This is an optimization exercise on Yosys and OpenROAD, whose aim is small area and a short achievable clock period, not a production implementation.
Where RTL was checked, it was by simulation tests only, not by an equivalence proof against the original.
Power and IR drop assume default switching activity.

==> build 90: inputs <==
// lc3_mem_responder
module lc3_mem_responder #(
    parameter int ADDR_W      = 8,
    parameter int WAIT_CYCLES = 2
) (
    input  logic        clk,
    input  logic        rst,
    input  logic        rd,
    input  logic        wr,
    input  logic [15:0] addr,
    input  logic [15:0] din,
    output logic [15:0] dout,
    output logic        complete,
    output logic        busy
);
==> module lc3_mem_responder, before the edit <==
module lc3_mem_responder #(
    parameter int ADDR_W      = 8,
    parameter int WAIT_CYCLES = 2
) (
    input  logic        clk,
    input  logic        rst,
    input  logic        rd,
    input  logic        wr,
    input  logic [15:0] addr,
    input  logic [15:0] din,
    output logic [15:0] dout,
    output logic        complete,
    output logic        busy
);
    localparam int DEPTH = 1 << ADDR_W;
    localparam int PAIRS = DEPTH / 2;
    localparam int HI_N  = 16;           
    localparam int LO_N  = PAIRS / HI_N;  
    function automatic logic pol(input logic e, input logic [1:0] c);
        pol = e ? !(c[1] ^ c[0]) : c[1];
    endfunction
    logic busy_r, s1_r, s2_r, complete_r;
    logic accept_s, last_s;
    assign accept_s = !busy_r && (rd || wr);
    assign last_s   = busy_r && !s1_r && !s2_r;
    always_ff @(posedge clk or negedge rst) begin
        if (!rst) begin
            busy_r     <= 1'b0;
            s1_r       <= 1'b0;
            s2_r       <= 1'b0;
            complete_r <= 1'b0;
        end else begin
            busy_r     <= accept_s || s1_r || s2_r;
            s1_r       <= accept_s;
            s2_r       <= s1_r;
            complete_r <= last_s;
        end
    end
    logic [HI_N-1:0] rhi_r;
    logic [LO_N-1:0] rlo_r;
    logic            ra0_r;
    logic [15:0]     data_r;
    logic            op_rd_r;
    always_ff @(posedge clk) begin
        if (!busy_r) begin
            for (int g = 0; g < HI_N; g++) rhi_r[g] <= (addr[7:4] == 4'(g));
            for (int k = 0; k < LO_N; k++) rlo_r[k] <= (addr[3:1] == 3'(k));
            ra0_r   <= addr[0];
            data_r  <= din;
            op_rd_r <= rd;
        end
    end
    logic [3:0]      whi_r;
    logic [2:0]      wlo_r;
    logic            wa0_r;
    logic [15:0]     wdata_r;
    logic            wload_s;
    logic [3:0]      rhi_bin_s;
    logic [2:0]      rlo_bin_s;
    always_comb begin
        rhi_bin_s = '0;
        rlo_bin_s = '0;
        for (int g = 0; g < HI_N; g++) if (rhi_r[g]) rhi_bin_s = rhi_bin_s | 4'(g);
        for (int k = 0; k < LO_N; k++) if (rlo_r[k]) rlo_bin_s = rlo_bin_s | 3'(k);
    end
    logic            wvalid_r;
    assign wload_s = s2_r && !op_rd_r;
    always_ff @(posedge clk) begin
        if (wload_s) begin
            whi_r   <= rhi_bin_s;
            wlo_r   <= rlo_bin_s;
            wa0_r   <= ra0_r;
            wdata_r <= data_r;
        end
    end
    logic [1:0] cnt_r;
    logic       go1_r;
    logic       w2_r, w3_r, wlate_r;
    always_ff @(posedge clk or negedge rst) begin
        if (!rst) begin
            go1_r <= 1'b0;
        end else begin
            go1_r <= wload_s;
        end
    end
    always_ff @(posedge clk) begin
        cnt_r   <= cnt_r + 2'd1;
        w2_r    <= go1_r;
        w3_r    <= w2_r;
        wlate_r <= go1_r || w2_r || w3_r;
        if (go1_r) begin
            wvalid_r <= 1'b1;
        end else if (wload_s) begin
            wvalid_r <= 1'b0;
        end
    end
    logic [15:0] wdata_d;
    logic        wa0_d;
    logic [1:0]  cnt_nn;
    logic [15:0] colv_r;
    logic [15:0] col_s;
    assign wdata_d = wload_s ? data_r : wdata_r;
    assign wa0_d   = wload_s ? ra0_r : wa0_r;
    assign cnt_nn  = cnt_r + 2'd2;
    always_ff @(posedge clk) begin
        colv_r <= {16{wa0_d == cnt_nn[0]}} & ~(wdata_d ^ {16{pol(wa0_d, cnt_nn)}});
    end
    assign col_s = {16{go1_r || wlate_r}} & colv_r;
    logic [PAIRS-1:0] wsel_s;
    logic [PAIRS-1:0] rsel_s;
    always_comb begin
        for (int m = 0; m < PAIRS; m++) wsel_s[m] = (whi_r == 4'(m / LO_N)) && (wlo_r == 3'(m % LO_N));
    end
    lc3_mem_rsel_dec u_rsel (.hi(rhi_r), .lo(rlo_r), .sel(rsel_s));
    logic [15:0] mem_x [0:PAIRS-1];
    logic [15:0] mem_y [0:PAIRS-1];
    always_ff @(posedge clk) begin
        for (int m = 0; m < PAIRS; m++) begin
            mem_x[m] <= ~(mem_y[m] | ({16{wsel_s[m]}} & col_s));
            mem_y[m] <= mem_x[m];
        end
    end
    localparam int PARTS = 4;
    localparam int PER   = PAIRS / PARTS;
    logic [15:0]    part_s [0:PARTS-1];
    logic [PER-1:0] term_s [0:PARTS-1][0:15];
    always_comb begin
        for (int p = 0; p < PARTS; p++) begin
            for (int j = 0; j < 16; j++) begin
                for (int i = 0; i < PER; i++) term_s[p][j][i] = rsel_s[p * PER + i] && mem_x[p * PER + i][j];
                part_s[p][j] = |term_s[p][j];
            end
        end
    end
    logic [15:0] part_r [0:PARTS-1];
    logic        ppol_r;
    logic        fwd_r;
    always_ff @(posedge clk) begin
        for (int p = 0; p < PARTS; p++) part_r[p] <= part_s[p];
        ppol_r <= cnt_r[1];
        fwd_r  <= wvalid_r && (ra0_r == wa0_r) && rhi_r[whi_r] && rlo_r[wlo_r];
    end
    logic [15:0] rdata_s;
    always_comb begin
        rdata_s = '0;
        for (int p = 0; p < PARTS; p++) rdata_s = rdata_s | part_r[p];
    end
    logic [15:0] dout_r;
    always_ff @(posedge clk) begin
        if (ra0_r != cnt_r[0]) begin
            dout_r <= fwd_r ? wdata_r : (rdata_s ^ {16{ppol_r}});
        end
    end
    assign dout     = dout_r;
    assign complete = complete_r;
    assign busy     = busy_r;
endmodule
Settings: LEC_CHECK=0, CAP_MARGIN=20, CORE_MARGIN=2, CORE_UTILIZATION=65, CTS_CLUSTER_DIAMETER=60, CTS_CLUSTER_SIZE=24, SETUP_SLACK_MARGIN=2.5, SLEW_MARGIN=20, SYNTH_HIERARCHICAL=1, SYNTH_MEMORY_MAX_BITS=8192; clock period 4.6 ns.
run.sh (not shown) runs the stock make flow with config.mk's settings and CLKGATE_MAP_FILE= SYNTH_SCRIPT=/design/flow/synth_recipe.tcl, a recipe that flattens the netlist after the stock synthesis.
==> build 14: changes against build 90 <==
--- a/flow/design.v
+++ b/flow/design.v
@@ -122,3 +122,3 @@
     end
-    localparam int PARTS = 4;
+    localparam int PARTS = 8;
     localparam int PER   = PAIRS / PARTS;
CTS_CLUSTER_SIZE = 28   (was 24)
==> notes.md <==
- Build 14 ran to the end with no violations. Build 90 passed the timing, design-rule and antenna checks.
- Sequential cell count: build 14 is higher than build 90 (64).
- Synthesized cell count: build 14 is lower than build 90 (1.1%).
- Against build 90, the global-route usage of build 14 is lower by 5.2 points.
- In total power, build 14 and build 90 hardly differ.
- Of build 90 and build 14, build 90 has the higher combinational power (gap about 8%, measured against build 14).
- In build 14 the critical path depth is lower than in build 90, by 6.
The RTL of build 90 was laid out without a check of its function.

## re-timing with driven ports
The flow's constraints put no driver on any port. The routed layouts listed below were extracted and timed again, unchanged, in two steps.
Step 1 sets driving cells, clkbuf_16 on the clock port and buf_2 on the other inputs (assumed; they add their load-dependent delay and slew).
Step 2 also shifts input and output timing later by t, the mid clock arrival at the registers, as if the neighbouring blocks saw the same clock.
Slacks: ideal ports / drivers / drivers and shift; pairs: ideal ports / drivers.
run | shift t [ns] | slack for setup (ns) | worst setup path at the end | worst slew at a driven data input, ns | cell pins on the clock port's net
build 90 | 0.958 | 2.081 / 2.081 / 2.081 | register to register | 0.19 | 1
build 14 | 0.954 | 2.217 / 2.132 / 2.319 | input to register | 0.09 | 1
After both steps setup and hold are still met in every run listed.
